Background: an optimization exercise with open tools, aiming at small area, a short achievable clock period and few clock cycles. Do not read the settings as production practice.
The RTL was checked by simulation tests, not by an equivalence proof against the original design.
Power is estimated from default activity; no workload was simulated.

==> flow/design.v <==
package udp_bridge_pkg;
	typedef logic [63:0] stream_data_t;
	typedef logic [7:0]  stream_keep_t;
	typedef logic [47:0] mac_addr_t;
	typedef logic [31:0] ip_addr_t;
	typedef logic [15:0] udp_port_t;
	typedef enum logic [1:0] {
		RX_IDLE,                            
		RX_PASS,                            
		RX_DROP                             
	} rx_state_e;
	typedef enum logic {
		TX_IDLE,                            
		TX_DATA                             
	} tx_state_e;
	localparam mac_addr_t DEF_LOCAL_MAC  = 48'hba0203040506;
	localparam ip_addr_t  DEF_LOCAL_IP   = 32'hc0a8006f;     
	localparam ip_addr_t  DEF_BCAST_IP   = 32'hc0a800ff;     
	localparam udp_port_t DEF_LOCAL_PORT = 16'd10086;        
	localparam mac_addr_t BCAST_MAC      = 48'hffffffffffff;
endpackage
`timescale 1ns/100ps
`timescale 1ns/100ps
`timescale 1ns/100ps
`timescale 1ns/100ps
module udp_bridge_top #(
	parameter udp_bridge_pkg::mac_addr_t LOCAL_MAC       = udp_bridge_pkg::DEF_LOCAL_MAC,
	parameter udp_bridge_pkg::ip_addr_t  LOCAL_IP        = udp_bridge_pkg::DEF_LOCAL_IP,
	parameter udp_bridge_pkg::ip_addr_t  BCAST_IP        = udp_bridge_pkg::DEF_BCAST_IP,
	parameter udp_bridge_pkg::udp_port_t LOCAL_PORT      = udp_bridge_pkg::DEF_LOCAL_PORT,
	parameter int                        FIFO_ADDR_WIDTH = 4
) (
	input  logic                         clk,
	input  logic                         rst_n,
	input  logic                         tx_axis_tvalid,
	output logic                         tx_axis_tready,
	input  udp_bridge_pkg::stream_data_t tx_axis_tdata,
	input  udp_bridge_pkg::stream_keep_t tx_axis_tkeep,
	input  logic                         tx_axis_tlast,
	output logic                         rx_axis_tvalid,
	input  logic                         rx_axis_tready,
	output udp_bridge_pkg::stream_data_t rx_axis_tdata,
	output udp_bridge_pkg::stream_keep_t rx_axis_tkeep,
	output logic                         rx_axis_tlast,
	output logic                         udp_tx_tvalid,
	output logic                         udp_tx_tlast,
	output udp_bridge_pkg::stream_keep_t udp_tx_tkeep,
	output udp_bridge_pkg::stream_data_t udp_tx_tdata,
	output udp_bridge_pkg::mac_addr_t    udp_tx_mac_src,
	output udp_bridge_pkg::mac_addr_t    udp_tx_mac_dest,
	output udp_bridge_pkg::ip_addr_t     udp_tx_ip_src,
	output udp_bridge_pkg::ip_addr_t     udp_tx_ip_dest,
	output udp_bridge_pkg::udp_port_t    udp_tx_port_src,
	output udp_bridge_pkg::udp_port_t    udp_tx_port_dest,
	input  logic                         udp_tx_tready,
	input  logic                         udp_rx_tvalid,
	input  logic                         udp_rx_tlast,
	input  udp_bridge_pkg::stream_keep_t udp_rx_tkeep,
	input  udp_bridge_pkg::stream_data_t udp_rx_tdata,
	input  udp_bridge_pkg::mac_addr_t    udp_rx_mac_src,
	input  udp_bridge_pkg::ip_addr_t     udp_rx_ip_src,
	input  udp_bridge_pkg::ip_addr_t     udp_rx_ip_dest,
	input  udp_bridge_pkg::udp_port_t    udp_rx_port_src,
	input  udp_bridge_pkg::udp_port_t    udp_rx_port_dest,
	output logic                         udp_rx_tready
);
	logic        rx_v;
	logic [72:0] rx_q;
	logic        rx_in_pkt;       
	logic        rx_acc_q;        
	logic        accept;
	logic        pass;
	logic        rx_xfer;
	logic        rx_first_acc;
	assign accept = (udp_rx_port_dest == LOCAL_PORT) &&
	                ((udp_rx_ip_dest == LOCAL_IP) || (udp_rx_ip_dest == BCAST_IP));
	assign pass   = rx_in_pkt ? rx_acc_q : accept;
	assign udp_rx_tready = !rx_v || rx_axis_tready;
	assign rx_xfer       = udp_rx_tvalid && udp_rx_tready;
	assign rx_first_acc  = rx_xfer && !rx_in_pkt && accept;
	always_ff @(posedge clk or negedge rst_n) begin
		if (!rst_n) begin
			rx_v      <= 1'b0;
			rx_in_pkt <= 1'b0;
			rx_acc_q  <= 1'b0;
		end else begin
			if (udp_rx_tready)
				rx_v <= rx_xfer && pass;
			if (rx_xfer) begin
				rx_in_pkt <= !udp_rx_tlast;
				rx_acc_q  <= pass;
			end
		end
	end
	always_ff @(posedge clk) begin
		if (udp_rx_tready)
			rx_q <= {udp_rx_tlast, udp_rx_tkeep, udp_rx_tdata};
	end
	assign rx_axis_tvalid = rx_v;
	assign {rx_axis_tlast, rx_axis_tkeep, rx_axis_tdata} = rx_q;
	udp_bridge_pkg::mac_addr_t peer_mac;
	udp_bridge_pkg::ip_addr_t  peer_ip;
	udp_bridge_pkg::udp_port_t peer_port;
	udp_bridge_pkg::mac_addr_t peer_mac_n;
	udp_bridge_pkg::ip_addr_t  peer_ip_n;
	udp_bridge_pkg::udp_port_t peer_port_n;
	assign peer_mac_n  = rx_first_acc ? udp_rx_mac_src  : peer_mac;
	assign peer_ip_n   = rx_first_acc ? udp_rx_ip_src   : peer_ip;
	assign peer_port_n = rx_first_acc ? udp_rx_port_src : peer_port;
	always_ff @(posedge clk or negedge rst_n) begin
		if (!rst_n) begin
			peer_mac  <= udp_bridge_pkg::BCAST_MAC;
			peer_ip   <= BCAST_IP;
			peer_port <= LOCAL_PORT;
		end else begin
			peer_mac  <= peer_mac_n;
			peer_ip   <= peer_ip_n;
			peer_port <= peer_port_n;
		end
	end
	logic        tx_v;
	logic [72:0] tx_q;
	logic        tx_in_pkt;       
	udp_bridge_pkg::mac_addr_t hdr_mac;
	udp_bridge_pkg::ip_addr_t  hdr_ip;
	udp_bridge_pkg::udp_port_t hdr_port;
	assign tx_axis_tready = !tx_v || udp_tx_tready;
	always_ff @(posedge clk or negedge rst_n) begin
		if (!rst_n) begin
			tx_v      <= 1'b0;
			tx_in_pkt <= 1'b0;
		end else begin
			if (tx_axis_tready)
				tx_v <= tx_axis_tvalid;
			if (tx_axis_tvalid && tx_axis_tready)
				tx_in_pkt <= !tx_axis_tlast;
		end
	end
	always_ff @(posedge clk) begin
		if (tx_axis_tready)
			tx_q <= {tx_axis_tlast, tx_axis_tkeep, tx_axis_tdata};
	end
	always_ff @(posedge clk) begin
		if (tx_axis_tready && !tx_in_pkt) begin
			hdr_mac  <= peer_mac_n;
			hdr_ip   <= peer_ip_n;
			hdr_port <= peer_port_n;
		end
	end
	assign udp_tx_tvalid = tx_v;
	assign {udp_tx_tlast, udp_tx_tkeep, udp_tx_tdata} = tx_q;
	assign udp_tx_mac_src   = LOCAL_MAC;
	assign udp_tx_ip_src    = LOCAL_IP;
	assign udp_tx_port_src  = LOCAL_PORT;
	assign udp_tx_mac_dest  = hdr_mac;
	assign udp_tx_ip_dest   = hdr_ip;
	assign udp_tx_port_dest = hdr_port;
endmodule
==> flow/config.mk <==
export PLATFORM = sky130hd
export DESIGN_NAME = udp_bridge_top
export DESIGN_NICKNAME = udp_bridge_top
export VERILOG_FILES = /design/flow/design.v
export SDC_FILE = /design/flow/constraint.sdc
export NUM_CORES = 4
export LEC_CHECK = 0
export CAP_MARGIN = 20
export CORE_AREA = 2 2 220 220
export DIE_AREA = 0 0 222 222
export SETUP_SLACK_MARGIN = 2.6
export SLEW_MARGIN = 20
==> flow/constraint.sdc <==
create_clock -name core_clock -period 5.0 [get_ports {clk}]
set_input_delay 1.0000 -clock core_clock [delete_from_list [all_inputs] [get_ports {clk}]]
set_output_delay 1.0000 -clock core_clock [all_outputs]
set_load 0.01 [all_outputs]
standard.sh (not shown) runs the stock make flow with config.mk's settings and CLKGATE_MAP_FILE= SYNTH_SCRIPT=/design/flow/synth_recipe.tcl, a recipe that flattens the netlist after the stock synthesis.
==> flow/flow/run.sh <==
#!/bin/bash
# The standard ORFS flow (the standard.sh, unchanged synthesis), with:
#  - ports buffered with the smallest buffer instead of the default choice
#  - clock tree built from larger clusters, without dummy loads
#  - the constant outputs driven from one shared tie cell
set -euo pipefail
export BUFFER_PORTS_ARGS="-buffer_cell sky130_fd_sc_hd__buf_1"
export CTS_ARGS="-sink_clustering_enable -repair_clock_nets -dont_use_dummy_load -sink_clustering_size 30 -sink_clustering_max_diameter 80 -buf_list {sky130_fd_sc_hd__clkbuf_4 sky130_fd_sc_hd__clkbuf_8 sky130_fd_sc_hd__clkbuf_16}"
bash standard.sh floorplan > standard_floorplan.log 2>&1
R=orfs/results/sky130hd/udp_bridge_top/base
printf 'read_db %s\nsource flow/share_ties.tcl\nwrite_db %s\n' $R/2_floorplan.odb $R/2_floorplan.odb > share_ties_run.tcl
openroad -no_init -exit share_ties_run.tcl > share_ties.log 2>&1
bash standard.sh finish > standard.log 2>&1
Other scripts of this flow, unchanged in this note and not shown: flow/flow/share_ties.tcl
The starting point went through all stages and came out clean.
Testbench counts at the start, summed over its fixed seeds: cycles 8,840.
Edit:
--- a/flow/design.v
+++ b/flow/design.v
@@ -100,39 +100,38 @@
 	assign {rx_axis_tlast, rx_axis_tkeep, rx_axis_tdata} = rx_q;
 	udp_bridge_pkg::mac_addr_t peer_mac;
 	udp_bridge_pkg::ip_addr_t  peer_ip;
 	udp_bridge_pkg::udp_port_t peer_port;
-	udp_bridge_pkg::mac_addr_t peer_mac_n;
-	udp_bridge_pkg::ip_addr_t  peer_ip_n;
-	udp_bridge_pkg::udp_port_t peer_port_n;
-	assign peer_mac_n  = rx_first_acc ? udp_rx_mac_src  : peer_mac;
-	assign peer_ip_n   = rx_first_acc ? udp_rx_ip_src   : peer_ip;
-	assign peer_port_n = rx_first_acc ? udp_rx_port_src : peer_port;
 	always_ff @(posedge clk or negedge rst_n) begin
 		if (!rst_n) begin
 			peer_mac  <= udp_bridge_pkg::BCAST_MAC;
 			peer_ip   <= BCAST_IP;
 			peer_port <= LOCAL_PORT;
-		end else begin
-			peer_mac  <= peer_mac_n;
-			peer_ip   <= peer_ip_n;
-			peer_port <= peer_port_n;
+		end else if (rx_first_acc) begin
+			peer_mac  <= udp_rx_mac_src;
+			peer_ip   <= udp_rx_ip_src;
+			peer_port <= udp_rx_port_src;
 		end
 	end
-	logic        tx_v;
+	logic        tx_v;            
+	logic        tx_hide;         
 	logic [72:0] tx_q;
 	logic        tx_in_pkt;       
+	logic        tx_first_push;
 	udp_bridge_pkg::mac_addr_t hdr_mac;
 	udp_bridge_pkg::ip_addr_t  hdr_ip;
 	udp_bridge_pkg::udp_port_t hdr_port;
-	assign tx_axis_tready = !tx_v || udp_tx_tready;
+	assign tx_axis_tready = !tx_v || (udp_tx_tready && !tx_hide);
+	assign tx_first_push  = tx_axis_tvalid && tx_axis_tready && !tx_in_pkt;
 	always_ff @(posedge clk or negedge rst_n) begin
 		if (!rst_n) begin
 			tx_v      <= 1'b0;
+			tx_hide   <= 1'b0;
 			tx_in_pkt <= 1'b0;
 		end else begin
 			if (tx_axis_tready)
 				tx_v <= tx_axis_tvalid;
+			tx_hide <= (tx_first_push || tx_hide) && rx_first_acc;
 			if (tx_axis_tvalid && tx_axis_tready)
 				tx_in_pkt <= !tx_axis_tlast;
 		end
 	end
@@ -140,15 +139,15 @@
 		if (tx_axis_tready)
 			tx_q <= {tx_axis_tlast, tx_axis_tkeep, tx_axis_tdata};
 	end
 	always_ff @(posedge clk) begin
-		if (tx_axis_tready && !tx_in_pkt) begin
-			hdr_mac  <= peer_mac_n;
-			hdr_ip   <= peer_ip_n;
-			hdr_port <= peer_port_n;
+		if (tx_first_push || tx_hide) begin
+			hdr_mac  <= peer_mac;
+			hdr_ip   <= peer_ip;
+			hdr_port <= peer_port;
 		end
 	end
-	assign udp_tx_tvalid = tx_v;
+	assign udp_tx_tvalid = tx_v && !tx_hide;
 	assign {udp_tx_tlast, udp_tx_tkeep, udp_tx_tdata} = tx_q;
 	assign udp_tx_mac_src   = LOCAL_MAC;
 	assign udp_tx_ip_src    = LOCAL_IP;
 	assign udp_tx_port_src  = LOCAL_PORT;
Wire length goes up by 1.8%; cell area stays flat; power came out higher by 0.72%; die area does not change; area after synthesis barely changes; sequential cell count climbs by 1.
Testbench counts after the change, summed over its fixed seeds: cycles 8,841.

## static timing again, ports no longer ideal
The results above use ideal ports. As a check the final layouts listed here were re-extracted and re-timed, cells and wires unchanged.
Step 1 assumes that a clkbuf_16 drives the clock port and a buf_2 every other input.
Step 2 times the ports against the registers' clock, not the clock port: input delays grow and output delays shrink by t, the midpoint of the rising clock arrivals with the driver on.
Three values: ideal ports, drivers, drivers and shift; two values: the first two.
run	shift t [ns]	setup WS [ns]	worst hold slack (ns)	worst setup path at the end	pins driven straight from the clock port
the first run	0.565	2.359 / 2.380 / 1.815	0.493 / 0.493 / 0.493	input to register	1
the second run	0.574	2.403 / 2.425 / 1.852	0.401 / 0.401 / 0.401	input to register	1
After both steps every run listed still meets setup and hold. For the second run, which loses most, drivers alone change the setup slack by +0.022 ns; drivers and shift together by -0.551 ns.
